Background: an optimization exercise with open tools, aiming at small area and a short achievable clock period. Do not read the settings as production practice.
At most, simulation tests tie the RTL to the original design; equivalence was not proved.
No functional check of the RTL was part of runs 3 and 4.
Power figures rest on the tool's default switching activity, not on a simulated workload.

$ cat flow/run.sh
#!/bin/bash
# synth_recipe.tcl (not shown) runs the flow's synth.tcl, then flattens the netlist and writes it again
# the make line also repeats each setting of config.mk as NAME=value (left out here)
make -C /OpenROAD-flow-scripts/flow DESIGN_CONFIG=/design/flow/config.mk WORK_HOME=/design/flow/orfs CLKGATE_MAP_FILE= SYNTH_SCRIPT=/design/flow/synth_recipe.tcl finish
$ cat flow/constraint.sdc
create_clock -name core_clock -period 6.0 [get_ports {clk}]
set_input_delay 1.2000 -clock core_clock [delete_from_list [all_inputs] [get_ports {clk}]]
set_output_delay 1.2000 -clock core_clock [all_outputs]
set_load 0.01 [all_outputs]
$ cat flow/design.v
`timescale 1ns/1ns
`default_nettype none
module enigma_ctrl (
    input  wire        clk,
    input  wire        srstn,
    input  wire        load_i,
    input  wire        encrypt_i,
    input  wire  [5:0] code_i,
    output logic [5:0] stage_code_o,
    output logic       stage_load_o,
    output logic       stage_crypt_o
);
    localparam logic [1:0] IDLE  = 2'd0;
    localparam logic [1:0] LOAD  = 2'd1;
    localparam logic [1:0] READY = 2'd2;
    logic [1:0] state_q;
    logic [1:0] state_d;
    logic       load_ok;
    logic       crypt_ok;
    assign load_ok = (state_q == IDLE) || (state_q == LOAD);
    assign crypt_ok = (state_q == READY);
    always_comb begin
        state_d = state_q;
        case (state_q)
            IDLE: begin
                if (load_i) begin
                    state_d = LOAD;
                end
            end
            LOAD: begin
                if (!load_i) begin
                    state_d = READY;
                end
            end
            READY: begin
                state_d = READY;
            end
            default: begin
                state_d = IDLE;
            end
        endcase
    end
    always_ff @(posedge clk) begin
        if (!srstn) begin
            state_q <= IDLE;
        end else begin
            state_q <= state_d;
        end
    end
    always_ff @(posedge clk) begin
        if (!srstn) begin
            stage_code_o  <= '0;
            stage_load_o  <= 1'b0;
            stage_crypt_o <= 1'b0;
        end else begin
            stage_code_o  <= code_i;
            stage_load_o  <= load_i & load_ok;
            stage_crypt_o <= encrypt_i & crypt_ok;
        end
    end
endmodule
`default_nettype wire
`timescale 1ns/1ns
`default_nettype none
module rotor_table (
    input  wire          clk,
    input  wire          srstn,
    input  wire  [5:0]   stage_code_i,
    input  wire          stage_load_i,
    input  wire          stage_crypt_i,
    output logic [383:0] rotor_o,
    output logic [5:0]   fwd_o
);
    localparam int ROTOR_DEPTH = 64;
    logic [ROTOR_DEPTH-1:0][5:0] rotor_q;
    logic [ROTOR_DEPTH-1:0][5:0] rotor_d;
    always_comb begin
        rotor_d = rotor_q;
        if (stage_load_i) begin
            for (int k = 0; k < ROTOR_DEPTH - 1; k++) begin
                rotor_d[k] = rotor_q[k + 1];
            end
            rotor_d[ROTOR_DEPTH - 1] = stage_code_i;
        end else if (stage_crypt_i) begin
            for (int k = 1; k < ROTOR_DEPTH; k++) begin
                rotor_d[k] = rotor_q[k - 1];
            end
            rotor_d[0] = rotor_q[ROTOR_DEPTH - 1];
        end
    end
    always_ff @(posedge clk) begin
        if (!srstn) begin
            rotor_q <= '0;
        end else begin
            rotor_q <= rotor_d;
        end
    end
    assign rotor_o = rotor_q;
    assign fwd_o = rotor_q[stage_code_i];
endmodule
`default_nettype wire
`timescale 1ns/1ns
`default_nettype none
module return_path (
    input  wire          clk,
    input  wire          srstn,
    input  wire          stage_crypt_i,
    input  wire  [5:0]   fwd_i,
    input  wire  [383:0] rotor_i,
    output logic [5:0]   code_o,
    output logic         code_valid_o
);
    localparam int ROTOR_DEPTH = 64;
    logic [5:0] refl;
    logic [5:0] inv;
    assign refl = 6'(ROTOR_DEPTH - 1) - fwd_i;
    always_comb begin
        inv = '0;
        for (int j = ROTOR_DEPTH - 1; j >= 0; j--) begin
            if (rotor_i[6*j +: 6] == refl) begin
                inv = 6'(j);
            end
        end
    end
    always_ff @(posedge clk) begin
        if (!srstn) begin
            code_valid_o <= 1'b0;
        end else begin
            code_valid_o <= stage_crypt_i;
        end
    end
    always_ff @(posedge clk) begin
        if (!srstn) begin
            code_o <= '0;
        end else if (stage_crypt_i) begin
            code_o <= inv;
        end
    end
endmodule
`default_nettype wire
`timescale 1ns/1ns
`default_nettype none
module enigma_top (
    input  wire       clk,
    input  wire       srstn,
    input  wire       load_i,
    input  wire       encrypt_i,
    input  wire [5:0] code_i,
    output wire [5:0] code_o,
    output wire       code_valid_o
);
    wire [5:0]   stage_code;
    wire         stage_load;
    wire         stage_crypt;
    wire [383:0] rotor;
    wire [5:0]   fwd;
    enigma_ctrl u_ctrl (
        .clk           (clk),
        .srstn         (srstn),
        .load_i        (load_i),
        .encrypt_i     (encrypt_i),
        .code_i        (code_i),
        .stage_code_o  (stage_code),
        .stage_load_o  (stage_load),
        .stage_crypt_o (stage_crypt)
    );
    rotor_table u_rotor (
        .clk           (clk),
        .srstn         (srstn),
        .stage_code_i  (stage_code),
        .stage_load_i  (stage_load),
        .stage_crypt_i (stage_crypt),
        .rotor_o       (rotor),
        .fwd_o         (fwd)
    );
    return_path u_return (
        .clk           (clk),
        .srstn         (srstn),
        .stage_crypt_i (stage_crypt),
        .fwd_i         (fwd),
        .rotor_i       (rotor),
        .code_o        (code_o),
        .code_valid_o  (code_valid_o)
    );
endmodule
`default_nettype wire
$ cat flow/config.mk
export PLATFORM = sky130hd
export DESIGN_NAME = enigma_top
export DESIGN_NICKNAME = enigma_top
export VERILOG_FILES = /design/flow/design.v
export SDC_FILE = /design/flow/constraint.sdc
export NUM_CORES = 4
export LEC_CHECK = 0
export CAP_MARGIN = 20
export CORE_MARGIN = 2
export CORE_UTILIZATION = 40
export SLEW_MARGIN = 20
==> results of run 1 <==
==> flip-flops by register name, summed over array words and instances (netlist names) <==
register,flops
u_return.code_o,6
u_ctrl.stage_crypt_o,1
u_ctrl.state_q,2
u_rotor.rotor_q,384
u_ctrl.stage_load_o,1
u_ctrl.stage_code_o,6
u_return.code_valid_o,1
==> final timing paths <==
check	from	end	slack [ns]	cells past startpoint
max	u_ctrl.stage_code_o[3]	u_return.code_o[0]	0.44	14
min	u_rotor.rotor_q[12]	u_rotor.rotor_q[6]	0.57	2
max reg2reg	u_ctrl.stage_code_o[3]	u_return.code_o[0]	0.44	14
min reg2reg	u_rotor.rotor_q[12]	u_rotor.rotor_q[6]	0.57	2
==> layout make-up <==
| cell class | instances | share of cell area |
|---|---|---|
| multi-input combinational | 2883 | 0.619 |
| sequential | 401 | 0.258 |
| clock buffer | 70 | 0.0450 |
| tap | 950 | 0.0381 |
| timing repair buffer | 90 | 0.0282 |
| clock inverter | 18 | 0.00919 |
| inverter | 21 | 0.00277 |
==> worst min-delay path: stages (launching register included) <==
cell	delay, ns
dfxtp_1	0.35
a21oi_1	0.14
nor2_1	0.04
==> power breakdown <==
group	switching, W	total, W	internal [W]
Combinational	0.00114	0.00171	0.000564
Clock	0.00124	0.00313	0.00189
Sequential	0.000111	0.00280	0.00269
==> stage by stage <==
stage | worst slack, ns | hold WS [ns] | instance area (sq um) | power [W]
after global placement | 0.845 | 0.558 | 29500 | 0.00453
after floorplan | 2.25 | 0.481 | 29100 | 0.00418
after detailed placement | 0.571 | 0.555 | 29500 | 0.00454
after CTS | 0.526 | 0.566 | 31200 | 0.00767
after global routing | 0.323 | 0.595 | 31200 | 0.00794
final | 0.438 | 0.568 | 31200 | 0.00764
==> synth_stat cells (5+ instances only) <==
| cell | count | area [sq um] |
|---|---|---|
| clkbuf_1 | 198 | 743 |
| xnor2_1 | 191 | 1670 |
| nor2b_1 | 17 | 106 |
| mux2i_1 | 563 | 5640 |
| a22oi_1 | 90 | 676 |
| o211ai_1 | 8 | 60.1 |
| o21ai_1 | 5 | 25.0 |
| a311oi_1 | 7 | 61.3 |
| a311o_1 | 5 | 50.1 |
| nor4b_1 | 7 | 61.3 |
| o21ai_0 | 20 | 100 |
| o22ai_1 | 5 | 31.3 |
| buf_4 | 25 | 188 |
| xor2_1 | 275 | 2410 |
| buf_1 | 63 | 236 |
| buf_6 | 24 | 270 |
| o21a_1 | 7 | 52.6 |
| nand3_1 | 101 | 505 |
| nand2b_1 | 10 | 62.6 |
| a22o_1 | 5 | 43.8 |
| and3_1 | 7 | 43.8 |
| o31ai_1 | 8 | 60.1 |
| a31oi_1 | 11 | 68.8 |
| buf_2 | 31 | 155 |
| nor4_1 | 36 | 225 |
| and2_1 | 14 | 87.6 |
| nor3b_1 | 8 | 60.1 |
| inv_1 | 19 | 71.3 |
| a221oi_1 | 5 | 43.8 |
| nand2_1 | 64 | 240 |
| dfxtp_1 | 401 | 8030 |
| nor2_1 | 794 | 2980 |
| mux4_2 | 10 | 225 |
| nand4_1 | 36 | 225 |
| a211o_1 | 5 | 43.8 |
| a21oi_1 | 412 | 2060 |
| nor3_1 | 46 | 230 |
| a211oi_1 | 27 | 203 |
==> cells by family (layout without fill, tap and decap cells) <==
| kind of cell | after synthesis | count (layout) | synth area share |
|---|---|---|---|
| AOI/OAI and AO/OA | 663 | 663 | 0.138 |
| buffers and inverters | 370 | 199 | 0.0613 |
| adders and majority gates | 4 | 4 | 0.00172 |
| muxes | 579 | 579 | 0.206 |
| and+or+nand+nor | 1171 | 1171 | 0.177 |
| xor gates and xnor gates | 466 | 466 | 0.140 |
| DFF | 401 | 401 | 0.276 |
==> routing by layer <==
metal | routed length [um] | GRT usage | share of wire | up-vias
li1 | - | - | - | 12201
met5 | 0 | 0 | 0 | -
met2 | 43200 | 0.393 | 0.44 | 1020
met1 | 44800 | 0.367 | 0.45 | 12107
met4 | 3590 | 0.0919 | 0.036 | 0
met3 | 7080 | 0.0370 | 0.072 | 207
==> metrics.md, run 1 <==
| Metric | Value |
|---|---|
| Syn_nets | 3668 |
| Syn avg cell area | between 7 and 8 sq um |
| Final #Nets | 3458 |
| Crit end category | flop |
| Worst path bufs/invs | 2 |
| DRT iter0 DRCs | 2755 |
| Clk slew on worst S/H paths | 0.06 ns |
| Clock latency on the worst-skew pair | 0.62 ns |
| Layout cells sized above 1 | 0.0586 |
| Clock Path Buffers | 3 |
| DIE AREA | between 70000 and 80000 sq um |
| Routability Congestion | 1.01 |
| Synth Register Bits | 401 |
| Post-CTS Resized | 0 |
| P_leak | between 10 and 15 nW |
| Commonest non-fill, non-tap cell in the layout | nor2_1 |
| Initial DRT Pass Iterations | 5 |
| Chip height | 274 um |
| Reg area | 8040 sq um |
| DRC violations left | 0 |
| Final core utilization | 0.435 |
| Cell Chain, Critical Path | and2_2 > buf_4 > a22oi_1 > nand2_1 > o2111ai_2 > mux2i_4 > buf_4 > xor2_1 > nor3_1 > nor3_1 > nand4b_1 > a2111oi_0 > a211oi_1 > o21a_1 |
| Global-route wire length before repair | between 100 and 150 mm |
| Fin. max-slew vios | 0 |
| GRT Residual Overflow | 0 |
| DR WL/cell | 22.3 um |
| DRT Wirelength | 98.7 mm |
| CORE AREA | 71700 sq um |
| PwrDens | about 240 nW/um^2 |
| # port buffers | 16 |
| CP max stage delay | 0.85 ns |
| Startpoint Class | flop |
| Largest net degree at the start of global routing | between 200 and 250 |
| TritonCTS Buffers | 47 |
| YS warnings | 3 |
| Max-slew headroom | 0.238 |
| Mapped Cells | roughly 3.7k |
| CP max-delay cell | and2_2 |
| Num ports | 17 |
| Number of max-cap violations | 0 |
| Yosys cell types | 89 |
| CP arrival | 6.06 ns |
| Async S/R FF share, synth | 0 |
| F_max | ~180 MHz |
| Final count of negative-setup-slack endpoints | 0 |
| TritonCTS Sinks | 401 |
| Synth Flop Type | dfxtp_1 |
| Worst-Margin Slew | roughly 1.1 ns |
| Gr usage total | 0.257 |
| Placement Rows | 98 |
| Most frequent cells in the layout | nor2_1 (793), mux2i_1 (562), a21oi_1 (412), dfxtp_1 (397), xor2_1 (275) |
| Fin crit share | 0.927 |
| Detailed Place HPWL | slightly below 70 mm |
| Synthesized cell area | 29100 sq um |
| Via count | 25.5k |
| Post-synth EDFFs | 0 |
| Setup TNS | 0 ns |
| Kind of critical path | flop to flop |
| Die W | 274 um |
| Remaining antenna violation count | 0 |
| CP required | 6.50 ns |
| Outcome | complete, no violations |
| Fillers | between 7k and 8k |
| Sequential fraction of the synthesis area | 0.276 |
| TritonCTS clock tree | done |
| Worst Path Max Fanout | 37 |
| Placed Instances | 4345 |
| Antenna cells | 0 |
| Number of global-route vias before repair | 23.2k |
| Area Growth Syn to Fin | 7.29% |
| Multi-input logic area | 19300 sq um |
| Root buf cell | clkbuf_16 |
| Hold Path Class | flop to flop |
| Period minus WS final | 5.56 ns |
| Postcts setup bufs | 0 |
| Initial antenna violation count | 1 |
| Non-filler cells, final | 4433 |
| Largest vdd supply drop | 190 uV |
| Clock Skew | 0.0301 ns |
| Initial Util | 0.405 |
| Cell family with most CP delay | simple AND/OR/NAND/NOR gates |
| Vias/cell | approximately 5.8 |
| Hold Vio Cnt, Final | 0 |
| H-Tree Depth | 2 |
| RSZ-0062 raised after global routing | no |
| Hold buffers post-CTS | 0 |
==> run 2, diff against run 1 <==
==> flow/design.v (replaced) <==
`timescale 1ns/1ns
`default_nettype none
module enigma_top (
    input  wire       clk,
    input  wire       srstn,
    input  wire       load_i,
    input  wire       encrypt_i,
    input  wire [5:0] code_i,
    output wire [5:0] code_o,
    output wire       code_valid_o
);
    logic             loading_q;
    logic             ready_q;
    logic [63:0][5:0] ring_q;
    logic [63:0]      vld_q;
    logic [5:0]       q_q;
    logic [5:0]       r_q;
    logic             pend_q;
    logic [5:0]       y_q;
    logic             valid_q;
    wire ld_acc  = load_i & ~ready_q;
    wire enc_acc = encrypt_i & ready_q;
    always_ff @(posedge clk) begin
        if (!srstn) begin
            loading_q <= 1'b0;
            ready_q   <= 1'b0;
        end else begin
            loading_q <= load_i & ~ready_q;
            ready_q   <= ready_q | (loading_q & ~load_i);
        end
    end
    always_ff @(posedge clk) begin
        ring_q <= {ring_q[62:0], ld_acc ? code_i : ring_q[63]};
    end
    always_ff @(posedge clk) begin
        if (!srstn) begin
            vld_q <= '0;
        end else begin
            vld_q <= {vld_q[62:0], ld_acc | vld_q[63]};
        end
    end
    always_ff @(posedge clk) begin
        if (ld_acc) begin
            q_q <= 6'd0;
        end else begin
            q_q <= q_q + 6'd1 + {5'd0, enc_acc};
        end
    end
    wire [5:0] ia = q_q + ~code_i;
    wire [5:0] fa = ring_q[ia];
    wire       va = vld_q[ia];
    wire [5:0] ra = va ? ~fa : 6'h3f;
    always_ff @(posedge clk) begin
        r_q    <= ra;
        pend_q <= srstn & enc_acc;
    end
    wire [5:0] u  = q_q - 6'd2;
    wire       rz = (r_q == 6'd0);
    logic [63:0] w;
    logic [63:0] hm;
    always_comb begin
        for (int j = 0; j < 64; j++) begin
            w[j]  = vld_q[j] ? (ring_q[j] == r_q) : rz;
            hm[j] = w[j] & (6'(j) <= u);
        end
    end
    function automatic logic [5:0] msb64(input logic [63:0] v);
        logic [31:0] v5;
        logic [15:0] v4;
        logic [7:0]  v3;
        logic [3:0]  v2;
        logic [1:0]  v1;
        logic [5:0]  idx;
        idx[5] = |v[63:32];
        v5     = idx[5] ? v[63:32] : v[31:0];
        idx[4] = |v5[31:16];
        v4     = idx[4] ? v5[31:16] : v5[15:0];
        idx[3] = |v4[15:8];
        v3     = idx[3] ? v4[15:8] : v4[7:0];
        idx[2] = |v3[7:4];
        v2     = idx[2] ? v3[7:4] : v3[3:0];
        idx[1] = |v2[3:2];
        v1     = idx[1] ? v2[3:2] : v2[1:0];
        idx[0] = v1[1];
        msb64 = idx;
    endfunction
    wire [5:0] jstar = (|hm) ? msb64(hm) : msb64(w);
    wire [5:0] y     = (|w) ? (u - jstar) : 6'd0;
    always_ff @(posedge clk) begin
        y_q     <= y;
        valid_q <= srstn & pend_q;
    end
    assign code_o       = y_q;
    assign code_valid_o = valid_q;
endmodule
`default_nettype wire
==> run 2 against run 1 <==
Hold slack got worse by 0.21 ns. Clock skew rose by 0.0089 ns. Global-route usage decreased by 0.79 points. Sequential power rose by 21%. Sequential cell count increased by 69. Critical path depth grew 10. Via count is 38% lower. Critical endpoint is now y_q[5].
==> metrics.md, run 2 <==
| Metric | Value |
|---|---|
| DIE AREA | 55800 sq um |
| DRT iter0 DRCs | 1482 |
| CP max-delay cell | or4b_4 |
| DRT Wirelength | 70.2 mm |
| Clock Path Buffers | 3 |
| Clk slew on worst S/H paths | 0.06 ns |
| Routability Congestion | 0.971 |
| Hold Vio Cnt, Final | 0 |
| Layout cells sized above 1 | 0.228 |
| Min-Delay Endpoint | ring_q[368] |
| Final count of negative-setup-slack endpoints | 0 |
| Post-Synth Adder-Cell Area | 0.0110 |
| Detailed Place HPWL | 53.0 mm |
| Largest vdd supply drop | 234 uV |
| Area Growth Syn to Fin | 18.5% |
| Placement Rows | 85 |
| Antenna cells | 0 |
| CP max stage delay | about 0.59 ns |
| Hold Path Class | flop to flop |
| Mapped Cells | 1900 |
| Most used cell, CP | a21o_1 |
| TritonCTS Sinks | 470 |
| Final #Nets | 2081 |
| Max-slew headroom | 0.244 |
| Fin. max-slew vios | 0 |
| Startpoint Class | flop |
| Synth Register Bits | 470 |
| Worst slack, placed | approximately 0.16 ns |
| Hold Crit Depth | 0 |
| Most flop-heavy register | ring_q |
| Clock Skew | 0.0390 ns |
| Post-synth EDFFs | 0 |
| YS warnings | 1 |
| Vias/cell | 5.70 |
| Final WS setup | 0.278 ns |
| Initial antenna violation count | 1 |
| TritonCTS clock tree | done |
| Chip height | 236 um |
| FF-to-FF End | y_q[5] |
| Synth area leaders | dfxtp_1 (44%), xnor2_1 (16%), mux4_2 (15%), nand4_1 (2.1%), and2_1 (1.9%) |
| Hold buffers post-CTS | 0 |
| Synth Area in Compound Gates | 0.0912 |
| Via count | roughly 16k |
| Tot Pwr | 0.00917 W |
| Outcome | complete, no violations |
| Worst Path Max Fanout | 36 |
| Count leader, synth | dfxtp_1 |
| DR WL/cell | between 20 and 30 um |
| Synthesized cell area | 21600 sq um |
| TritonCTS Buffers | 49 |
| Max reg flops | 384 |
| Clock latency on the worst-skew pair | ~0.62 ns |
| Initial Util | 0.402 |
| Worst reg2reg path depth | 24 |
| Hold Startpoint | ring_q[362] |
| H-Tree Depth | 2 |
| CP arrival | 6.18 ns |
| F_max | 175 MHz |
| R2r startpoint | r_q[3] |
| Design area | 25600 sq um |
| Most frequent cells in the layout | dfxtp_1 (464), xnor2_1 (394), buf_4 (184), mux4_2 (140), nand3_1 (83) |
| Setup TNS | 0 ns |
| Largest net degree at the start of global routing | 69 |
| Simple-gate share of the synthesized area | 0.102 |
| CP required | between 6 and 7 ns |
| Die W | 236 um |
| Number of max-cap violations | 0 |
| Synth Flop Type | dfxtp_1 |
| Crit end category | flop |
| Syn avg cell area | 11.4 sq um |
| P_leak | 9.54 nW |
| Mux cell area share after synthesis | 0.158 |
| Syn_nets | 1927 |
| Global-route wire length before repair | 105 mm |
| CORE AREA | 53600 sq um |
| PwrDens | 359 nW/um^2 |
| Regs by FF count | ring_q x384, vld_q x64 |
| DRC violations left | 0 |
| Largest family of logic cells by synthesized area | XOR/XNOR gates |
| Synth top area share | 0.436 |
| Period minus WS final | 5.72 ns |
| Commonest non-fill, non-tap cell in the layout | dfxtp_1 |
| Reg-to-reg slack, setup | 0.28 ns |
| Gr usage total | 0.249 |
| Root buf cell | clkbuf_16 |
| Async S/R FF share, synth | 0 |
| Initial DRT Pass Iterations | 6 |
| Kind of critical path | flop to flop |
| Cell Chain, Critical Path | buf_12 > xnor2_1 > nand4_1 > o22ai_1 > buf_4 > nor4_1 > nand4_1 > or4b_4 > a211oi_4 > or4bb_1 > a221oi_2 > or4_1 > a21o_1 > o2111ai_2 > buf_4 > o22a_1 > ha_1 > inv_1 > a21o_1 > a21o_1 > a21o_1 > maj3_1 > xnor2_1 > nor2_1 |
| RSZ-0062 raised after global routing | no |
| Dpl cell area | ~24000 sq um |
| Number of global-route vias before repair | 16.1k |
| Num ports | 17 |
| Yosys cell types | 71 |
| # port buffers | 16 |
| Fin crit share | 0.954 |
| Remaining antenna violation count | 0 |
| Worst-Margin Slew | between 1 and 1.5 ns |
| GRT Residual Overflow | 0 |
| Commonest cells post-synth | dfxtp_1 (470), xnor2_1 (400), mux4_2 (140) |
| Area leader, netlist | dfxtp_1 |
| Sequential fraction of the synthesis area | 0.436 |
| Synth Area in XOR/XNOR | 0.164 |
run 2: changes by cell type after synthesis, moves of 79 or more:
cell      before  now
a21oi_1      412   51
nor2_1       794   50
xor2_1       275    5
xnor2_1      191  400
mux2i_1      563   10
a22oi_1       90   11
mux4_2        10  140
clkbuf_1     198   42
run 2: worst max path at each step:
stage          startpoint  endpoint  slack [ns]  cells after the start
3_3_place_gp       q_q[1]    y_q[5]        0.11                     27
2_1_floorplan      q_q[1]    y_q[5]        0.20                     26
5_1_grt            r_q[3]    y_q[5]        0.01                     23
4_1_cts            r_q[1]    y_q[5]         0.1                     22
6_report           r_q[3]    y_q[5]        0.28                     24
3_5_place_dp       r_q[1]    y_q[5]        0.16                     22
run 2: metal layers:
layer / share of wire / GRT usage / wire length [um]
met1: 0.44 / 0.335 / 30800
met2: 0.47 / 0.408 / 33000
met3: 0.048 / 0.0323 / 3390
met4: 0.044 / 0.100 / 3060
met5: 0.00019 / 0 / 13
run 2: timing repair:
| item | CTS | global route |
|---|---|---|
| endpoints found under the setup margin | 0 | 2 |
| resized for setup | 0 | 17 |
| setup buffers | 0 | 2 |
| hold endpoints to repair | 0 | 0 |
run 2: critical path: cells and delay by family, from the launching register on:
kind            cells  cell delay (ns)
compound gates      9             1.59
simple gates        7             2.09
fa+ha+maj           2             0.51
buf+inv             4             0.68
flops               1             0.36
xor+xnor            2             0.27
run 2: cell type report:
class                   count  area [sq um]
flip-flops and latches    470          9430
fillers                  4930         28000
well taps                 696           871
inverters                  29           109
repair buffers            217          1880
multi-input cells        1287         11500
clock buffers              71          1450
clock inverters            18           339
run 2: cell families after synthesis:
kind of cell    count (synthesis)
simple gates                  409
buf+inv                       143
compound gates                292
xor+xnor                      405
mux                           163
fa+ha+maj                      18
flops                         470
run 2: power by group:
part,internal [W],total [W],switching [W],leakage [nW]
sequential,0.00326,0.00339,0.000131,3.87
combinational,0.00113,0.00247,0.00133,4.80
clock,0.00199,0.00332,0.00132,0.869
total,0.00639,0.00917,0.00279,9.54
run 2: stage by stage:
| step | cells | hold WS [ns] | util |
|---|---|---|---|
| 4_1_cts | 2784 | 0.356 | 0.474 |
| 2_1_floorplan | 1900 | 0.359 | - |
| 3_3_place_gp | 2695 | 0.364 | 0.441 |
| 3_5_place_dp | 2695 | 0.368 | 0.441 |
| 5_1_grt | 2788 | 0.364 | 0.477 |
| 6_report | 2788 | 0.359 | 0.477 |
==> run 3, diff against run 2 <==
--- a/flow/design.v
+++ b/flow/design.v
@@ -47,8 +47,16 @@
         end
     end
     wire [5:0] ia = q_q + ~code_i;
-    wire [5:0] fa = ring_q[ia];
-    wire       va = vld_q[ia];
+    logic [5:0] fa;
+    logic       va;
+    always_comb begin
+        fa = '0;
+        va = 1'b0;
+        for (int j = 0; j < 64; j++) begin
+            fa = fa | (ring_q[j] & {6{ia == 6'(j)}});
+            va = va | (vld_q[j] & (ia == 6'(j)));
+        end
+    end
     wire [5:0] ra = va ? ~fa : 6'h3f;
     always_ff @(posedge clk) begin
         r_q    <= ra;
@@ -65,24 +73,37 @@
         end
     end
     function automatic logic [5:0] msb64(input logic [63:0] v);
-        logic [31:0] v5;
-        logic [15:0] v4;
-        logic [7:0]  v3;
-        logic [3:0]  v2;
-        logic [1:0]  v1;
-        logic [5:0]  idx;
-        idx[5] = |v[63:32];
-        v5     = idx[5] ? v[63:32] : v[31:0];
-        idx[4] = |v5[31:16];
-        v4     = idx[4] ? v5[31:16] : v5[15:0];
-        idx[3] = |v4[15:8];
-        v3     = idx[3] ? v4[15:8] : v4[7:0];
-        idx[2] = |v3[7:4];
-        v2     = idx[2] ? v3[7:4] : v3[3:0];
-        idx[1] = |v2[3:2];
-        v1     = idx[1] ? v2[3:2] : v2[1:0];
-        idx[0] = v1[1];
-        msb64 = idx;
+        logic [31:0]      a1;
+        logic [15:0]      a2;
+        logic [7:0]       a3;
+        logic [3:0]       a4;
+        logic [1:0]       a5;
+        logic [31:0]      i1;
+        logic [15:0][1:0] i2;
+        logic [7:0][2:0]  i3;
+        logic [3:0][3:0]  i4;
+        logic [1:0][4:0]  i5;
+        for (int n = 0; n < 32; n++) begin
+            a1[n] = v[2*n+1] | v[2*n];
+            i1[n] = v[2*n+1];
+        end
+        for (int n = 0; n < 16; n++) begin
+            a2[n] = a1[2*n+1] | a1[2*n];
+            i2[n] = a1[2*n+1] ? {1'b1, i1[2*n+1]} : {1'b0, i1[2*n]};
+        end
+        for (int n = 0; n < 8; n++) begin
+            a3[n] = a2[2*n+1] | a2[2*n];
+            i3[n] = a2[2*n+1] ? {1'b1, i2[2*n+1]} : {1'b0, i2[2*n]};
+        end
+        for (int n = 0; n < 4; n++) begin
+            a4[n] = a3[2*n+1] | a3[2*n];
+            i4[n] = a3[2*n+1] ? {1'b1, i3[2*n+1]} : {1'b0, i3[2*n]};
+        end
+        for (int n = 0; n < 2; n++) begin
+            a5[n] = a4[2*n+1] | a4[2*n];
+            i5[n] = a4[2*n+1] ? {1'b1, i4[2*n+1]} : {1'b0, i4[2*n]};
+        end
+        msb64 = a5[1] ? {1'b1, i5[1]} : {1'b0, i5[0]};
     endfunction
     wire [5:0] jstar = (|hm) ? msb64(hm) : msb64(w);
     wire [5:0] y     = (|w) ? (u - jstar) : 6'd0;
--- a/flow/config.mk
+++ b/flow/config.mk
@@ -8,4 +8,5 @@
 export CAP_MARGIN = 20
 export CORE_MARGIN = 2
 export CORE_UTILIZATION = 40
+export SETUP_SLACK_MARGIN = 2.5
 export SLEW_MARGIN = 20
==> run 3 against run 2 <==
Clock power is 2% higher. Cell count is 14% higher. Global-route usage is 18 points higher. Maximum frequency is 22% higher. Routed wire length is 74% higher. Clock skew is 0.012 ns lower. Power is 5.9% lower. Die area is 0.36% lower. Critical path depth is 4 lower. Count of clock-buffer cells in the layout is 4 higher. Design area is 8.4% higher.
==> metrics.md, run 3 <==
| Metric | Value |
|---|---|
| Outcome | complete, no violations |
| Worst Path Max Fanout | 25 |
| Placement Rows | 84 |
| Routability Congestion | 1.02 |
| Commonest non-fill, non-tap cell in the layout | dfxtp_1 |
| Hold Vio Cnt, Final | 0 |
| Hold buffers post-CTS | 0 |
| P_leak | 10.4 nW |
| Mapped Cells | 2212 |
| WHS | around 0.38 ns |
| Period minus WS final | between 4 and 5 ns |
| Detailed Place HPWL | 92.0 mm |
| Area Growth Syn to Fin | 28.9% |
| DIE AREA | ~56000 sq um |
| Initial antenna violation count | 0 |
| Max reg flops | about 380 |
| Clock latency on the worst-skew pair | around 0.63 ns |
| Fin. max-slew vios | 0 |
| Syn_nets | 2241 |
| Crit path to | y_q[5] |
| TritonCTS Sinks | 470 |
| Hold Path Class | flop to flop |
| Fin crit share | 0.780 |
| Yosys cell types | 93 |
| Synth area leaders | dfxtp_1 (44%), xnor2_1 (15%), a22oi_1 (7.9%), nand4_1 (2.9%), nand2_1 (2.3%) |
| Dpl cell area | 23100 sq um |
| Area leader, netlist | dfxtp_1 |
| Final #Nets | between 2k and 2.5k |
| F_max | 214 MHz |
| CORE AREA | 52900 sq um |
| Crit. Startpoint | r_q[1] |
| Max-slew headroom | 0.393 |
| H-Tree Depth | 2 |
| Final count of negative-setup-slack endpoints | 0 |
| R2r startpoint | r_q[1] |
| Cell Chain, Critical Path | or4_4 > or2_4 > buf_12 > o22ai_1 > a32o_2 > nor2_4 > o2111ai_4 > buf_12 > o21ai_0 > a31o_1 > a31o_1 > o22ai_1 > ha_1 > o21ai_1 > nand2b_1 > a21o_1 > a21oi_2 > xnor2_1 > and3_1 > nor3_2 |
| Largest vdd supply drop | about 230 uV |
| Number of global-route vias before repair | a little under 20k |
| Layout cells sized above 1 | 0.243 |
| Reg-to-reg slack, setup | 1.32 ns |
| Synth top area share | 0.438 |
| Vias/cell | 6.49 |
| Sequential fraction of the synthesis area | 0.438 |
| DRT Wirelength | 122 mm |
| Post-synth EDFFs | 0 |
| Clk slew on worst S/H paths | roughly 0.060 ns |
| DRC violations left | 0 |
| TritonCTS Buffers | a little over 50 |
| Initial Util | 0.407 |
| Number of max-cap violations | 0 |
| Global-route wire length before repair | between 150 and 200 mm |
| Synth Flop Type | dfxtp_1 |
| DRT iter0 DRCs | 2864 |
| CP arrival | 5.18 ns |
| # port buffers | 16 |
| Largest net degree at the start of global routing | 69 |
| Regs by FF count | ring_q x384, vld_q x64 |
| Commonest cells post-synth | dfxtp_1 (470), xnor2_1 (380), a22oi_1 (226) |
| TritonCTS clock tree | done |
| Remaining antenna violation count | 0 |
| Syn avg cell area | 9.72 sq um |
| CP required | 6.50 ns |
| Worst-Margin Slew | 0.911 ns |
| Crit end category | flop |
| Initial DRT Pass Iterations | 7 |
| Worst reg2reg path depth | 20 |
| Most flop-heavy register | ring_q |
| Num ports | 17 |
| Gr usage total | 0.428 |
| FF-to-FF End | y_q[5] |
| Worst path bufs/invs | 2 |
| Kind of critical path | flop to flop |
| PwrDens | 311 nW/um^2 |
| YS warnings | 1 |
| Startpoint Class | flop |
| Clock Skew | 0.0265 ns |
| Via count | 20.6k |
| Clock Path Buffers | 3 |
| Design area | 27700 sq um |
| Levels on crit path | 20 |
| Synthesized cell area | approximately 21000 sq um |
| CP max-delay cell | or4_4 |
| DR WL/cell | ~38 um |
| CP max stage delay | 0.59 ns |
| GRT Residual Overflow | 0 |
| Count leader, synth | dfxtp_1 |
| Cell family with most CP delay | compound AO/OA/AOI/OAI gates |
| Setup TNS | 0 ns |
| Root buf cell | clkbuf_16 |
| Most frequent cells in the layout | dfxtp_1 (461), xnor2_1 (376), a22oi_1 (194), buf_4 (177), nand2_1 (121) |
| Async S/R FF share, synth | 0 |
| RSZ-0062 raised after global routing | yes |
| Tot Pwr | 0.00863 W |
| Die W | 236 um |
| Fillers | 4903 |
| Chip height | about 240 um |
| Synth Register Bits | between 400 and 500 |
run 3: cell types whose count changed in the layout (fill, tap and decap cells not counted), moves of 19 or more:
cell / before / now
mux4_2: 140 / 0
nand4_1: 72 / 100
buf_6: 2 / 40
a22oi_1: 11 / 194
a22oi_2: 0 / 32
o22ai_1: 65 / 24
nor2_1: 50 / 101
a21oi_1: 51 / 30
nand2_1: 56 / 121
o22ai_2: 3 / 22
nor2_4: 0 / 19
run 3: repair_timing:
action	CTS	global route
hold endpoints to repair	0	0
buffers inserted	72	42
gates resized for setup	243	107
pin swaps	64	70
setup endpoints to repair	12	12
cloned	8	1
run 3: routing by layer:
| layer | vias to the layer above | global-route usage | wire, um |
|---|---|---|---|
| met5 | - | 0.00866 | 0 |
| met4 | 0 | 0.339 | 12300 |
| met3 | 446 | 0.0962 | 12100 |
| met2 | 1461 | 0.655 | 52200 |
| met1 | 10158 | 0.520 | 45300 |
| li1 | 8557 | - | - |
run 3: worst min path at each step:
stage | start | endpoint | slack [ns] | cells after the start
3_5_place_dp | ring_q[95] | ring_q[101] | 0.37 | 0
2_1_floorplan | ring_q[251] | ring_q[257] | 0.36 | 0
3_3_place_gp | ring_q[195] | ring_q[201] | 0.37 | 0
5_1_grt | ring_q[180] | ring_q[186] | 0.38 | 0
4_1_cts | ring_q[49] | ring_q[55] | 0.38 | 0
6_report | ring_q[40] | ring_q[46] | 0.38 | 0
run 3: metrics by stage:
| stage | worst slack [ns] | cells | util |
|---|---|---|---|
| floorplan | 1.45 | 2212 | - |
| global placement | 0.475 | 2959 | 0.436 |
| detailed placement | 0.531 | 2959 | 0.436 |
| CTS | 1.45 | 3134 | 0.507 |
| global route | 1.17 | 3177 | 0.524 |
| finish | 1.32 | 3179 | 0.524 |
run 3: final cells by class:
| cell class | instances | area (sq um) | area share |
|---|---|---|---|
| multi-input cells | 1625 | 12700 | 0.459 |
| flip-flops and latches | 470 | 9440 | 0.341 |
| repair buffers | 269 | 2750 | 0.0992 |
| clock buffers | 75 | 1510 | 0.0544 |
| well taps | 688 | 861 | 0.0311 |
| clock inverters | 20 | 288 | 0.0104 |
| inverters | 30 | 130 | 0.00470 |
| diodes | 2 | 5.00 | 0.000181 |
run 3: cell families after synthesis:
kind of cell    Yosys count  share of synthesized area
simple gates            660                      0.159
compound gates          529                      0.181
flops                   470                      0.438
xor+xnor                404                      0.168
buf+inv                 118                     0.0372
fa+ha+maj                19                     0.0118
mux                      12                    0.00605
run 3: power by group:
group | internal, W | switching (W)
registers | 0.00325 | 0.000199
logic | 0.000703 | 0.00108
clock network | 0.00197 | 0.00142
==> run 4, diff against run 3 <==
--- a/flow/config.mk
+++ b/flow/config.mk
@@ -8,5 +8,5 @@
 export CAP_MARGIN = 20
 export CORE_MARGIN = 2
 export CORE_UTILIZATION = 40
-export SETUP_SLACK_MARGIN = 2.5
+export SETUP_SLACK_MARGIN = 3.5
 export SLEW_MARGIN = 20
==> run 4 against run 3 <==
Setup slack got worse by 0.036 ns. Critical path type unchanged. Die area stayed put. Design area up 1.4%. Core utilization rose by 0.72 points. Synthesized cell count unchanged. Power rose by 2.3%. Maximum frequency shrank 0.76%. Combinational power up 4%.
==> metrics.md, run 4 <==
| Metric | Value |
|---|---|
| TritonCTS clock tree | done |
| Clk slew on worst S/H paths | 0.07 ns |
| Hold buffers post-CTS | 0 |
| Synth Flop Type | dfxtp_1 |
| Number of global-route vias before repair | 19.7k |
| Sw Share | 0.311 |
| H-Tree Depth | 2 |
| Multi-input logic area | 12900 sq um |
| Placement Rows | 84 |
| Fin. max-slew vios | 0 |
| F_max | 212 MHz |
| Commonest non-fill, non-tap cell in the layout | dfxtp_1 |
| Clock Power Share | 0.399 |
| Antenna cells | 0 |
| DRT Wirelength | 123 mm |
| Area leader, netlist | dfxtp_1 |
| Via count | 20.8k |
| Max reg flops | 384 |
| Sequential fraction of the synthesis area | 0.438 |
| Remaining antenna violation count | 0 |
| Die W | around 240 um |
| RSZ-0062 raised after global routing | yes |
| Regs by FF count | ring_q x384, vld_q x64 |
| CORE AREA | 52900 sq um |
| Min-Delay Endpoint | ring_q[111] |
| P_int | 0.00608 W |
| Crit end category | flop |
| Global-route wire length before repair | 163 mm |
| Outcome | complete, no violations |
| Hold Startpoint | ring_q[105] |
| Clock Skew | ~0.046 ns |
| R2r startpoint | r_q[0] |
| Final count of negative-setup-slack endpoints | 0 |
| Synth Register Bits | 470 |
| Syn_nets | 2241 |
| Initial DRT Pass Iterations | 6 |
| Reg area | between 9000 and 10000 sq um |
| Final WS setup | between 1 and 1.5 ns |
| Commonest cells post-synth | dfxtp_1 (470), xnor2_1 (380), a22oi_1 (226) |
| Fillers | 4819 |
| Layout cells sized above 1 | 0.263 |
| Mapped Cells | 2212 |
| DRT iter0 DRCs | 2981 |
| DR WL/cell | between 30 and 40 um |
| Synthesized cell area | 21500 sq um |
| DRC violations left | 0 |
| Vias/cell | ~6.5 |
| # port buffers | 16 |
| Detailed Place HPWL | 92.3 mm |
| Number of max-cap violations | 0 |
| Syn avg cell area | 9.72 sq um |
| Most flop-heavy register | ring_q |
| Num ports | 17 |
| Synth top area share | 0.438 |
| GRT Residual Overflow | 0 |
| YS warnings | 1 |
| Post-synth EDFFs | 0 |
| Most frequent cells in the layout | dfxtp_1 (458), xnor2_1 (377), buf_4 (193), a22oi_1 (184), nand2_1 (119) |
| Period minus WS final | 4.71 ns |
| Gr usage total | 0.427 |
| TritonCTS Buffers | 51 |
| Yosys cell types | between 90 and 100 |
| P_leak | 10.6 nW |
| Max-slew headroom | 0.222 |
| Kind of critical path | flop to flop |
| Worst slack, placed | 0.417 ns |
| CP arrival | 5.20 ns |
| Largest net degree at the start of global routing | roughly 70 |
| Worst-Margin Slew | roughly 1.2 ns |
| Comb power frac | 0.210 |
| Initial antenna violation count | 1 |
| Setup TNS | 0 ns |
| Root buf cell | clkbuf_16 |
| Reg-to-reg slack, setup | 1.29 ns |
| TritonCTS Sinks | between 400 and 500 |
| Routability Congestion | 1.03 |
| DIE AREA | 55600 sq um |
| Final #Nets | 2491 |
| Startpoint Class | flop |
| Crit. Startpoint | r_q[0] |
| Clock latency on the worst-skew pair | ~0.64 ns |
| Initial Util | 0.407 |
| Chip height | ~240 um |
| Async S/R FF share, synth | 0 |
| Area Growth Syn to Fin | 30.7% |
| FF-to-FF End | y_q[5] |
| Count leader, synth | dfxtp_1 |
| PwrDens | ~310 nW/um^2 |
| Hold Crit Depth | 0 |
| Worst reg2reg path depth | 22 |
| CP required | about 6.5 ns |
| Clock Path Buffers | 3 |
| Hold Path Class | flop to flop |
| Synth area leaders | dfxtp_1 (44%), xnor2_1 (15%), a22oi_1 (7.9%), nand4_1 (2.9%), nand2_1 (2.3%) |
| Fin crit share | 0.786 |
| Seq pwr share | 0.391 |
| Hold Vio Cnt, Final | 0 |
| Switching pwr | between 0.002 and 0.003 W |
| Largest vdd supply drop | 246 uV |
| Worst Path Max Fanout | 6 |
-- run 4: cell counts after synthesis --
No cell type changed its count.
-- run 4: per-stage QoR --
step | instances | instance area, sq um | total power, W | util | hold slack [ns]
2_1_floorplan | 2212 | 21600 | 0.00419 | - | 0.362
4_1_cts | 3122 | 26400 | 0.00849 | 0.500 | 0.375
3_5_place_dp | 2968 | 23100 | 0.00477 | 0.437 | 0.371
6_report | 3191 | 28100 | 0.00883 | 0.531 | 0.375
5_1_grt | 3191 | 28100 | 0.00902 | 0.531 | 0.378
3_3_place_gp | 2968 | 23100 | 0.00478 | 0.437 | 0.367
-- run 4: how the worst max path moves through the flow --
stage	slack [ns]	cells after the start	endpoint
after global placement	0.41	15	r_q[1]
after floorplan	1.45	25	y_q[5]
after global routing	1.18	22	y_q[5]
final	1.29	22	y_q[5]
after CTS	1.33	22	y_q[5]
after detailed placement	0.42	15	r_q[4]
-- run 4: cell type report --
| type | count | share of cell area |
|---|---|---|
| multi-input combinational | 1627 | 0.461 |
| sequential | 470 | 0.336 |
| timing repair buffer | 282 | 0.100 |
| clock buffer | 69 | 0.0536 |
| tap | 688 | 0.0306 |
| clock inverter | 25 | 0.0136 |
| inverter | 30 | 0.00486 |
-- run 4: power groups by stage --
stage	Combinational [W]	Sequential, W	Clock [W]
finish	0.00186	0.00345	0.00352
global route	0.00191	0.00345	0.00366
CTS	0.00152	0.00344	0.00353
detailed placement	0.00126	0.00351	0
global placement	0.00127	0.00351	0
floorplan	0.000774	0.00341	0
-- run 4: logic make-up (layout without fill, tap and decap cells) --
logic type | after synthesis | in the layout | synth area share
muxes | 12 | 12 | 0.00605
buffers and inverters | 118 | 406 | 0.0372
xor gates and xnor gates | 404 | 404 | 0.168
DFF | 470 | 470 | 0.438
and+or+nand+nor | 660 | 663 | 0.159
AOI/OAI and AO/OA | 529 | 529 | 0.181
adders and majority gates | 19 | 19 | 0.0118
-- run 4: per-layer routing --
metal / wire, um / vias up / GRT usage / share of wire
met3: 12300 / 494 / 0.0921 / 0.10
met5: 0 / - / 0 / 0
met2: 52500 / 1488 / 0.645 / 0.43
met1: 45200 / 10275 / 0.520 / 0.37
met4: 12800 / 0 / 0.359 / 0.10
li1: - / 8590 / - / -
-- run 4: critical path: stages (launching register included) --
cell and delay, ns:
dfxtp_4 0.37, or4_4 0.64, or2_4 0.36, buf_12 0.18, o22ai_4 0.17, buf_6 0.17
o211ai_1 0.15, nand4_1 0.24, buf_4 0.15, buf_4 0.11, nor2b_4 0.04, a21o_1 0.16
a31o_1 0.23, a31o_1 0.23, o22ai_2 0.25, ha_4 0.24, o21ai_1 0.07, nand2b_1 0.09
a21o_1 0.17, a21oi_2 0.13, xnor2_1 0.15, and3_1 0.20, nor3_2 0.04
-- run 4: repair_timing --
item                                    in CTS  in global routing
gates cloned                                 8                  4
buffers inserted                            52                 65
pin swaps                                   52                108
resized for setup                          162                235
endpoints found under the setup margin      19                 12
==> run 5, diff against run 4 <==
--- a/flow/design.v
+++ b/flow/design.v
@@ -16,7 +16,10 @@
     logic [5:0]       q_q;
     logic [5:0]       r_q;
     logic             pend_q;
-    logic [5:0]       y_q;
+    logic [5:0]       u_q;
+    logic [5:0]       uc_q;
+    logic [5:0]       js_q;
+    logic             any_q;
     logic             valid_q;
     wire ld_acc  = load_i & ~ready_q;
     wire enc_acc = encrypt_i & ready_q;
@@ -46,23 +49,42 @@
             q_q <= q_q + 6'd1 + {5'd0, enc_acc};
         end
     end
-    wire [5:0] ia = q_q + ~code_i;
-    logic [5:0] fa;
-    logic       va;
+    wire [2:0] x_lo = code_i[2:0];
+    wire [2:0] x_hi = code_i[5:3];
+    wire [2:0] q_lo = q_q[2:0];
+    wire [2:0] q_hi = q_q[5:3];
+    wire       brw  = (x_lo >= q_lo);
+    logic [7:0]      sel_lo;
+    logic [7:0]      eq_hi;
+    logic [7:0]      sel_hi;
+    logic [7:0][6:0] grp;
+    logic [6:0]      fva;
     always_comb begin
-        fa = '0;
-        va = 1'b0;
-        for (int j = 0; j < 64; j++) begin
-            fa = fa | (ring_q[j] & {6{ia == 6'(j)}});
-            va = va | (vld_q[j] & (ia == 6'(j)));
+        for (int l = 0; l < 8; l++) begin
+            sel_lo[l] = (x_lo == 3'(q_lo - 3'(l) - 3'd1));
+            eq_hi[l]  = (x_hi == 3'(q_hi - 3'(l)));
+        end
+        for (int h = 0; h < 8; h++) begin
+            sel_hi[h] = brw ? eq_hi[(h + 1) % 8] : eq_hi[h];
+        end
+        fva = '0;
+        for (int h = 0; h < 8; h++) begin
+            grp[h] = '0;
+            for (int l = 0; l < 8; l++) begin
+                grp[h] = grp[h] | ({vld_q[8*h+l], ring_q[8*h+l]} & {7{sel_lo[l]}});
+            end
+            fva = fva | (grp[h] & {7{sel_hi[h]}});
         end
     end
+    wire [5:0] fa = fva[5:0];
+    wire       va = fva[6];
     wire [5:0] ra = va ? ~fa : 6'h3f;
     always_ff @(posedge clk) begin
+        u_q    <= q_q;
         r_q    <= ra;
         pend_q <= srstn & enc_acc;
     end
-    wire [5:0] u  = q_q - 6'd2;
+    wire [5:0] u  = u_q;
     wire       rz = (r_q == 6'd0);
     logic [63:0] w;
     logic [63:0] hm;
@@ -106,12 +128,13 @@
         msb64 = a5[1] ? {1'b1, i5[1]} : {1'b0, i5[0]};
     endfunction
     wire [5:0] jstar = (|hm) ? msb64(hm) : msb64(w);
-    wire [5:0] y     = (|w) ? (u - jstar) : 6'd0;
     always_ff @(posedge clk) begin
-        y_q     <= y;
+        uc_q    <= u;
+        js_q    <= jstar;
+        any_q   <= |w;
         valid_q <= srstn & pend_q;
     end
-    assign code_o       = y_q;
+    assign code_o       = any_q ? (uc_q - js_q) : 6'd0;
     assign code_valid_o = valid_q;
 endmodule
 `default_nettype wire
--- a/flow/config.mk
+++ b/flow/config.mk
@@ -7,6 +7,6 @@
 export LEC_CHECK = 0
 export CAP_MARGIN = 20
 export CORE_MARGIN = 2
-export CORE_UTILIZATION = 40
+export CORE_UTILIZATION = 60
 export SETUP_SLACK_MARGIN = 3.5
 export SLEW_MARGIN = 20
==> run 5 against run 4 <==
Routed wire length decreased by 19%. Setup slack improved by 1.3 ns. Power increased by 3.2%. Sequential power increased by 2%. Design area increased by 1.1%. Global-route usage increased by 4.8 points. Largest power group is now sequential cells. First-iteration DRC count increased by 18%. Highest routed layer is now met5. Die area decreased by 33%.
==> metrics.md, run 5 <==
| Metric | Value |
|---|---|
| Most flop-heavy register | ring_q |
| Global-route wire length before repair | 132 mm |
| Clock Path Buffers | 3 |
| Commonest cells post-synth | dfxtp_1 (483), xnor2_1 (379), nand2_1 (115) |
| Number of max-cap violations | 0 |
| Most frequent cells in the layout | dfxtp_1 (470), xnor2_1 (370), buf_4 (114), nand2_1 (99), and2_1 (73) |
| Vias/cell | 7.39 |
| TritonCTS clock tree | done |
| Placed Instances | 2489 |
| Synth Register Bits | roughly 480 |
| Number of global-route vias before repair | 19.4k |
| Clock Power Share | 0.361 |
| Period minus WS final | 3.45 ns |
| DRT Wirelength | 99.0 mm |
| Gr usage total | 0.475 |
| DRC violations left | 0 |
| Routed wl met3 | ~15 mm |
| R2r startpoint | q_q[1] |
| Min-Delay Endpoint | ring_q[148] |
| CP arrival | 2.25 ns |
| Chip height | 193 um |
| Reg area | between 9000 and 10000 sq um |
| Kind of critical path | flop to primary output |
| Crit end category | primary output |
| Final WS setup | 2.55 ns |
| Layout cells sized above 1 | 0.298 |
| # port buffers | 16 |
| Regs by FF count | ring_q x384, vld_q x64 |
| RSZ-0062 raised after global routing | yes |
| Initial antenna violation count | 4 |
| Non-filler cells, final | 2776 |
| Met1 WL | 33.1 mm |
| Hold Path Class | flop to flop |
| Synth top area share | 0.449 |
| Initial Util | 0.607 |
| Die W | 193 um |
| CP required | 4.80 ns |
| Fin crit share | 0.575 |
| Detailed Place HPWL | 49.8 mm |
| Switching pwr | 0.00298 W |
| FF-to-FF End | r_q[1] |
| Num ports | 17 |
| Highest metal used | met5 |
| Remaining antenna violation count | 0 |
| Dpl cell area | 22000 sq um |
| GRT Residual Overflow | 0 |
| Yosys cell types | 90 |
| Root buf cell | clkbuf_16 |
| Outcome | complete, no violations |
| Reg-to-reg slack, setup | 2.63 ns |
| YS warnings | 1 |
| H-Tree Depth | 2 |
| Count leader, synth | dfxtp_1 |
| Clock Skew | between 0.05 and 0.06 ns |
| Multi-input logic area | 13100 sq um |
| F_max | 290 MHz |
| Sequential fraction of the synthesis area | 0.449 |
| Hold Vio Cnt, Final | 0 |
| Comb power frac | 0.251 |
| Largest vdd supply drop | 287 uV |
| Hold buffers post-CTS | 0 |
| Syn_nets | 2135 |
| Worst Path Max Fanout | 2 |
| Max reg flops | 384 |
| Commonest non-fill, non-tap cell in the layout | dfxtp_1 |
| PwrDens | 321 nW/um^2 |
| Final count of negative-setup-slack endpoints | 0 |
| DIE AREA | 37400 sq um |
| Final #Nets | roughly 2.3k |
| Setup TNS | 0 ns |
| DR WL/cell | 35.7 um |
| Clk slew on worst S/H paths | around 0.060 ns |
| DRT iter0 DRCs | 3516 |
| Clock latency on the worst-skew pair | 0.64 ns |
| Largest net degree at the start of global routing | between 60 and 70 |
| Syn avg cell area | between 10 and 15 sq um |
| Detail Route met2 WL | 40.6 mm |
| Mapped Cells | 2108 |
| Initial DRT Pass Iterations | 10 |
| Fin. max-slew vios | 0 |
| Fillers | ~2k |
| P_leak | 10.7 nW |
| Area leader, netlist | dfxtp_1 |
| Placement Rows | 69 |
| Worst reg2reg path depth | 11 |
| TritonCTS Sinks | 483 |
| Async S/R FF share, synth | 0 |
| Seq pwr share | 0.387 |
| Synthesized cell area | around 22000 sq um |
| Hold Crit Depth | 0 |
| TritonCTS Buffers | around 50 |
| Area Growth Syn to Fin | 32.0% |
| Max-slew headroom | 0.392 |
| Post-synth EDFFs | 0 |
| Routability Congestion | slightly above 1 |
| Startpoint Class | flop |
| Worst slack, placed | 1.18 ns |
| CORE AREA | 35500 sq um |
| P_int | 0.00613 W |
| Tot Pwr | 0.00911 W |
| Sw Share | 0.327 |
| Synth Flop Type | dfxtp_1 |
| Design area | about 28000 sq um |
| Via count | between 20k and 25k |
| Worst-Margin Slew | 0.910 ns |
| Hold Startpoint | ring_q[142] |
| Synth area leaders | dfxtp_1 (45%), xnor2_1 (15%), mux2_2 (3.2%), a222oi_1 (2.6%), a221oi_1 (2.4%) |
## run 5: worst max path at each step
stage | from | end | slack, ns
detailed placement | code_i[2] | r_q[4] | 1.18
global placement | code_i[2] | r_q[4] | 1.21
floorplan | code_i[0] | r_q[4] | 2.90
CTS | js_q[1] | code_o[5] | 2.50
global route | uc_q[0] | code_o[4] | 2.46
finish | js_q[1] | code_o[5] | 2.55
## run 5: timing repair
item	in CTS	in global routing
endpoints found under the hold margin	0	0
buffers inserted	110	40
pin swaps	115	84
cloned	34	5
endpoints found under the setup margin	20	19
resized for setup	341	137
## run 5: worst max-delay path, cell delays in order (launching register included)
cell,delay (ns)
dfxtp_2,0.34
inv_2,0.05
ha_4,0.20
a21o_1,0.15
a21o_1,0.19
a21o_1,0.17
a21oi_2,0.17
xnor2_2,0.14
and2_4,0.16
buf_6,0.09
## run 5: power by group through the flow
stage	registers, W	logic, W	clock network, W
2_1_floorplan	0.00351	0.000877	0
3_3_place_gp	0.00357	0.00119	0
3_5_place_dp	0.00357	0.00120	0
4_1_cts	0.00351	0.00188	0.00322
5_1_grt	0.00353	0.00226	0.00339
6_report	0.00353	0.00229	0.00329
## run 5: routing by layer
layer,global-route usage,vias to the layer above
met4,0.346,2
met5,0,-
met1,0.579,9760
met2,0.711,1963
met3,0.146,715
li1,-,8083
## run 5: cell type report
type | instances | share of cell area
sequential | 483 | 0.342
timing repair buffer | 231 | 0.113
clock inverter | 22 | 0.00907
antenna | 6 | 0.000529
tap | 461 | 0.0203
clock buffer | 70 | 0.0513
multi-input combinational | 1477 | 0.460
inverter | 26 | 0.00370
## run 5: per-stage QoR
stage	utilization	hold slack (ns)
detailed placement	0.620	0.369
finish	0.800	0.370
global route	0.800	0.371
floorplan	-	0.329
global placement	0.620	0.368
CTS	0.767	0.372
## run 5: cell families (layout without fill, tap and decap cells)
logic type / Yosys count / count (layout) / share of synthesized area
xor gates and xnor gates: 405 / 406 / 0.165
DFF: 483 / 483 / 0.449
muxes: 65 / 65 / 0.0338
adders and majority gates: 17 / 17 / 0.0102
and+or+nand+nor: 514 / 516 / 0.130
buffers and inverters: 152 / 349 / 0.0455
AOI/OAI and AO/OA: 472 / 473 / 0.167
other: 0 / 6 / 0
==> run 6, diff against run 5 <==
--- a/flow/config.mk
+++ b/flow/config.mk
@@ -8,5 +8,5 @@
 export CAP_MARGIN = 20
 export CORE_MARGIN = 2
 export CORE_UTILIZATION = 60
-export SETUP_SLACK_MARGIN = 3.5
+export SETUP_SLACK_MARGIN = 2.5
 export SLEW_MARGIN = 20
==> run 6 against run 5 <==
Count of clock-buffer cells in the layout rose by 1. Combinational power is 33% lower. Global-route usage down 8.5 points. Non-clock buffer count is 138 lower. Cell count fell by 5.4%. Sequential power about the same. Register-to-register slack got worse by 0.18 ns. Power down 10%. Synthesized cell count unchanged. Design area fell by 13%. Die area is the same. Clock skew down 0.027 ns. Critical path type is now flop to flop. Critical endpoint is now js_q[0].
==> metrics.md, run 6 <==
| Metric | Value |
|---|---|
| Post-synth EDFFs | 0 |
| Startpoint Class | flop |
| Chip height | around 190 um |
| Async S/R FF share, synth | 0 |
| PwrDens | 331 nW/um^2 |
| Reg-to-reg slack, setup | 2.45 ns |
| Commonest cells post-synth | dfxtp_1 (483), xnor2_1 (379), nand2_1 (115) |
| TritonCTS Buffers | 49 |
| RSZ-0062 raised after global routing | yes |
| Global-route wire length before repair | 111 mm |
| Max-slew headroom | 0.386 |
| Area leader, netlist | dfxtp_1 |
| P_leak | 9.19 nW |
| Syn avg cell area | 10.2 sq um |
| Fin crit share | 0.591 |
| Synth area leaders | dfxtp_1 (45%), xnor2_1 (15%), mux2_2 (3.2%), a222oi_1 (2.6%), a221oi_1 (2.4%) |
| R2r startpoint | u_q[3] |
| Layout cells sized above 1 | 0.167 |
| Antenna cells | 0 |
| Simple-gate share of the synthesized area | 0.130 |
| DRC violations left | 0 |
| CP arrival | 3.96 ns |
| Detailed Place HPWL | roughly 50 mm |
| Crit end category | flop |
| Clock latency on the worst-skew pair | 0.61 ns |
| DR WL/cell | 28.8 um |
| Regs by FF count | ring_q x384, vld_q x64 |
| Vias/cell | 6.77 |
| Commonest non-fill, non-tap cell in the layout | dfxtp_1 |
| Period minus WS final | 3.55 ns |
| Sequential fraction of the synthesis area | 0.449 |
| Setup TNS | 0 ns |
| Yosys cell types | 90 |
| Mapped Cells | between 2k and 2.5k |
| F_max | 282 MHz |
| Number of global-route vias before repair | roughly 17k |
| # port buffers | 16 |
| YS warnings | 1 |
| Die W | between 150 and 200 um |
| Via count | 17.8k |
| Largest family of logic cells by synthesized area | compound AO/OA/AOI/OAI gates |
| Synth top area share | 0.449 |
| Final #Nets | 2156 |
| Worst Path Max Fanout | 22 |
| Clock Skew | 0.0232 ns |
| H-Tree Depth | 2 |
| Largest vdd supply drop | 365 uV |
| Area Growth Syn to Fin | 14.6% |
| CP max stage delay | around 0.58 ns |
| Hold Path Class | flop to flop |
| Worst-Margin Slew | roughly 0.92 ns |
| Initial Util | 0.607 |
| Synthesized cell area | ~22000 sq um |
| TritonCTS Sinks | approximately 480 |
| CORE AREA | 35500 sq um |
| Worst reg2reg path depth | 9 |
| FF-to-FF End | js_q[0] |
| CP max-delay cell | dfxtp_1 |
| Count leader, synth | dfxtp_1 |
| Mux cell area share after synthesis | 0.0338 |
| Routability Congestion | slightly above 1 |
| Largest net degree at the start of global routing | 69 |
| Clk slew on worst S/H paths | 0.06 ns |
| Synth Register Bits | roughly 480 |
| Placement Rows | 69 |
| Syn_nets | approximately 2.1k |
| Clock Path Buffers | 3 |
| GRT Residual Overflow | 0 |
| Gr usage total | 0.390 |
| Kind of critical path | flop to flop |
| Synth Area in Compound Gates | 0.167 |
| CP required | approximately 6.4 ns |
| Hold buffers post-CTS | 0 |
| TritonCTS clock tree | done |
| Hold Vio Cnt, Final | 0 |
| Outcome | complete, no violations |
| Synth Area in XOR/XNOR | 0.165 |
| Initial antenna violation count | 0 |
| Crit. Startpoint | u_q[3] |
| Fin. max-slew vios | 0 |
| Root buf cell | clkbuf_16 |
| Most flop-heavy register | ring_q |
| Most frequent cells in the layout | dfxtp_1 (473), xnor2_1 (376), nand2_1 (114), and2_1 (75), nand3_1 (72) |
| Post-Synth Adder-Cell Area | 0.0102 |
| DRT Wirelength | around 76 mm |
| DRT iter0 DRCs | between 2k and 2.5k |
| Number of max-cap violations | 0 |
| Initial DRT Pass Iterations | 9 |
| DIE AREA | 37400 sq um |
| Final core utilization | 0.695 |
| Final count of negative-setup-slack endpoints | 0 |
| Synth Flop Type | dfxtp_1 |
| Cell Chain, Critical Path | nor2_2 > nand2_1 > o21a_1 > nor3_1 > o2111ai_1 > or2_4 > nor2b_1 > o21ai_0 > o211ai_1 |
| Max reg flops | around 380 |
| Num ports | 17 |
| Remaining antenna violation count | 0 |
| Crit path to | js_q[0] |
run 6: cell counts after synthesis:
No cell type changed its count.
run 6: layout make-up:
| cell class | instances | area [sq um] |
|---|---|---|
| Multi-Input combinational cell | 1476 | 11600 |
| Fill cell | 2743 | 10800 |
| Sequential cell | 483 | 9700 |
| Clock buffer | 71 | 1400 |
| Timing Repair Buffer | 93 | 1090 |
| Tap cell | 461 | 577 |
| Clock inverter | 16 | 218 |
| Inverter | 26 | 101 |
run 6: cell families after synthesis:
group	Yosys count
AO/OA/AOI/OAI	472
XOR/XNOR	405
adder cells (fa/ha/maj)	17
buffers and inverters	152
flip-flops	483
multiplexers	65
AND/OR/NAND/NOR	514
run 6: critical path: cells and delay by family, from the launching register on:
family          cells  cell delay, ns
simple gates        5            1.75
compound gates      4            1.02
flops               1            0.58
run 6: metal layers:
metal	vias up	share of wire	track usage
met5	-	0	0
met1	8671	0.41	0.545
met3	208	0.11	0.0823
li1	7764	-	-
met2	1145	0.44	0.580
met4	0	0.045	0.173
run 6: worst min-delay path by stage:
| stage | start | end | depth (start not counted) |
|---|---|---|---|
| 3_5_place_dp | ring_q[196] | ring_q[202] | 0 |
| 5_1_grt | ring_q[196] | ring_q[202] | 0 |
| 6_report | ring_q[186] | ring_q[192] | 0 |
| 3_3_place_gp | ring_q[316] | ring_q[322] | 0 |
| 2_1_floorplan | u_q[1] | uc_q[1] | 0 |
| 4_1_cts | ring_q[364] | ring_q[370] | 0 |
run 6: through the flow:
step | instances | instance area [sq um] | total power [W] | hold WS (ns) | setup WS (ns)
global route | 2626 | 24700 | 0.00833 | 0.380 | 2.43
finish | 2626 | 24700 | 0.00817 | 0.375 | 2.45
global placement | 2490 | 21700 | 0.00473 | 0.367 | 1.31
floorplan | 2108 | 21500 | 0.00428 | 0.329 | 2.51
detailed placement | 2490 | 21700 | 0.00474 | 0.367 | 1.19
CTS | 2613 | 24200 | 0.00801 | 0.369 | 2.46
run 6: timing repair:
| action | 4_1_cts | 5_1_grt |
|---|---|---|
| resized for setup | 84 | 80 |
| setup buffers | 32 | 10 |
| gates cloned | 4 | 3 |
| pin swaps | 10 | 21 |
| endpoints found under the setup margin | 17 | 15 |
run 6: where the power goes:
part	internal (W)	switching [W]
Sequential	0.00334	0.000159
Clock	0.00180	0.00133
Combinational	0.000575	0.000964
==> run 7, diff against run 6 <==
--- a/flow/config.mk
+++ b/flow/config.mk
@@ -8,5 +8,8 @@
 export CAP_MARGIN = 20
 export CORE_MARGIN = 2
 export CORE_UTILIZATION = 60
+export CTS_BUF_LIST = sky130_fd_sc_hd__clkbuf_16
+export CTS_CLUSTER_DIAMETER = 100
+export CTS_CLUSTER_SIZE = 22
 export SETUP_SLACK_MARGIN = 2.5
 export SLEW_MARGIN = 20
==> run 7 against run 6 <==
Sequential cell count unchanged. Maximum frequency is 2.9% higher. Setup slack improved by 0.10 ns. Combinational power about the same. Highest routed layer unchanged. Register-to-register slack improved by 0.10 ns.
==> metrics.md, run 7 <==
| Metric | Value |
|---|---|
| Clock latency on the worst-skew pair | roughly 0.59 ns |
| Worst reg2reg path depth | 9 |
| CP arrival | 3.85 ns |
| Clk slew on worst S/H paths | 0.10 ns |
| Switching pwr | 0.00217 W |
| Clock Power Share | 0.275 |
| Initial antenna violation count | 0 |
| Crit end category | flop |
| Fillers | around 2.9k |
| Hold Vio Cnt, Final | 0 |
| Layout cells sized above 1 | 0.156 |
| P_leak | 8.82 nW |
| Placed Instances | 2490 |
| Sw Share | 0.313 |
| Post-synth EDFFs | 0 |
| Crit path to | js_q[0] |
| Commonest cells post-synth | dfxtp_1 (483), xnor2_1 (379), nand2_1 (115) |
| Setup TNS | 0 ns |
| Synth Register Bits | between 400 and 500 |
| P_int | 0.00476 W |
| Period minus WS final | 3.45 ns |
| Hold Path Class | flop to flop |
| Fin crit share | 0.574 |
| Fin. max-slew vios | 0 |
| Worst-Margin Slew | 0.903 ns |
| Seq pwr share | 0.504 |
| Root buf cell | clkbuf_16 |
| Syn avg cell area | 10.2 sq um |
| DRT iter0 DRCs | between 2k and 2.5k |
| Global-route wire length before repair | 109 mm |
| Sequential fraction of the synthesis area | 0.449 |
| Design area | 23900 sq um |
| Die W | 193 um |
| Chip height | 193 um |
| Number of max-cap violations | 0 |
| GRT Residual Overflow | 0 |
| Initial Util | 0.607 |
| PwrDens | a little under 300 nW/um^2 |
| Clock Path Buffers | 3 |
| Mapped Cells | 2108 |
| Placement Rows | 69 |
| Kind of critical path | flop to flop |
| Final core utilization | 0.673 |
| Synthesized cell area | 21500 sq um |
| DRC violations left | 0 |
| Reg-to-reg slack, setup | 2.55 ns |
| TritonCTS clock tree | done |
| R2r startpoint | u_q[3] |
| Vias/cell | 6.83 |
| Async S/R FF share, synth | 0 |
| Largest net degree at the start of global routing | 69 |
| Area leader, netlist | dfxtp_1 |
| Number of global-route vias before repair | 16.5k |
| Regs by FF count | ring_q x384, vld_q x64 |
| Synth top area share | 0.449 |
| Max-slew headroom | 0.397 |
| Yosys cell types | 90 |
| Outcome | complete, no violations |
| Max reg flops | ~380 |
| Routability Congestion | 1.01 |
| Clock Skew | 0.0236 ns |
| Hold Crit Depth | 0 |
| DR WL/cell | 29.2 um |
| Comb power frac | 0.220 |
| RSZ-0062 raised after global routing | yes |
| Gr usage total | 0.380 |
| Dpl cell area | 21700 sq um |
| Final count of negative-setup-slack endpoints | 0 |
| Initial DRT Pass Iterations | 10 |
| Hold buffers post-CTS | 0 |
| Largest vdd supply drop | 292 uV |
| F_max | 290 MHz |
| YS warnings | 1 |
| Syn_nets | 2135 |
| TritonCTS Sinks | 483 |
| Remaining antenna violation count | 0 |
| Synth area leaders | dfxtp_1 (45%), xnor2_1 (15%), mux2_2 (3.2%), a222oi_1 (2.6%), a221oi_1 (2.4%) |
| CP required | 6.41 ns |
| # port buffers | 16 |
| Most flop-heavy register | ring_q |
| Detailed Place HPWL | 49.0 mm |
| Antenna cells | 0 |
| CORE AREA | 35500 sq um |
| H-Tree Depth | 1 |
| Area Growth Syn to Fin | 11.0% |
| FF-to-FF End | js_q[0] |
| Worst Path Max Fanout | 22 |
| Non-filler cells, final | 2574 |
| Synth Flop Type | dfxtp_1 |
| DRT Wirelength | 75.1 mm |
| Startpoint Class | flop |
| TritonCTS Buffers | 26 |
| Count leader, synth | dfxtp_1 |
| Commonest non-fill, non-tap cell in the layout | dfxtp_1 |
| Num ports | 17 |
| Most frequent cells in the layout | dfxtp_1 (472), xnor2_1 (376), nand2_1 (114), and2_1 (75), nand3_1 (72) |
| DIE AREA | between 30000 and 40000 sq um |
| Via count | 17.6k |
| Crit. Startpoint | u_q[3] |
| Final #Nets | 2135 |
[run 7: logic make-up (layout without fill, tap and decap cells)]
logic type | Yosys count | count (layout) | share of synthesized area
fa+ha+maj | 17 | 17 | 0.0102
compound gates | 472 | 472 | 0.167
mux | 65 | 65 | 0.0338
buf+inv | 152 | 154 | 0.0455
xor+xnor | 405 | 405 | 0.165
flops | 483 | 483 | 0.449
simple gates | 514 | 517 | 0.130
[run 7: timing repair]
action                                  4_1_cts  5_1_grt
cloned                                        4        5
pin swaps                                     8       26
resized for setup                            82      100
endpoints found under the setup margin       17       15
buffers inserted                             31       11
[run 7: through the flow]
stage | worst slack (ns) | power, W | hold WS, ns
after floorplan | 2.51 | 0.00428 | 0.329
after global placement | 1.31 | 0.00473 | 0.367
after detailed placement | 1.19 | 0.00474 | 0.367
after CTS | 2.47 | 0.00679 | 0.367
after global routing | 2.47 | 0.00709 | 0.369
final | 2.55 | 0.00694 | 0.359
[run 7: per-layer routing]
metal / part of all wire / track usage / routed length (um)
met5: 0 / 0 / 0
met4: 0.040 / 0.133 / 3000
met3: 0.11 / 0.0730 / 8410
met2: 0.44 / 0.578 / 32900
met1: 0.41 / 0.541 / 30700
[run 7: worst min path at each step]
stage | from | end
CTS | ring_q[68] | ring_q[74]
global placement | ring_q[316] | ring_q[322]
finish | ring_q[162] | ring_q[168]
detailed placement | ring_q[196] | ring_q[202]
global route | ring_q[68] | ring_q[74]
floorplan | u_q[1] | uc_q[1]
[run 7: critical path: stages (launching register included)]
cell       delay (ns)
dfxtp_1          0.59
nor2_2           0.42
nand2_1          0.32
o21a_1           0.33
nor3_1           0.50
o2111ai_1        0.22
or2_4            0.33
nor2b_1          0.14
o21ai_1          0.17
o211ai_1         0.24
[run 7: power groups by stage]
stage	combinational [W]	sequential [W]	clock, W
2_1_floorplan	0.000774	0.00351	0
3_3_place_gp	0.00117	0.00356	0
3_5_place_dp	0.00118	0.00356	0
4_1_cts	0.00139	0.00349	0.00191
5_1_grt	0.00155	0.00351	0.00202
6_report	0.00153	0.00350	0.00191
[run 7: layout make-up]
cell class	count	area (sq um)	area share
Multi-Input combinational cell	1476	11700	0.488
Sequential cell	483	9700	0.406
Timing Repair Buffer	95	1130	0.0473
Clock buffer	27	676	0.0283
Tap cell	461	577	0.0241
Inverter	26	101	0.00424
Clock inverter	6	63.8	0.00267

Re-timed with assumed drivers on the ports (clkbuf_16 on the clock, buf_2 on other inputs), run 7 has 2.520 ns of setup slack against 2.553 ns with ideal ports, and 2.071 ns once port delays also move by the mid clock arrival of 0.633 ns.
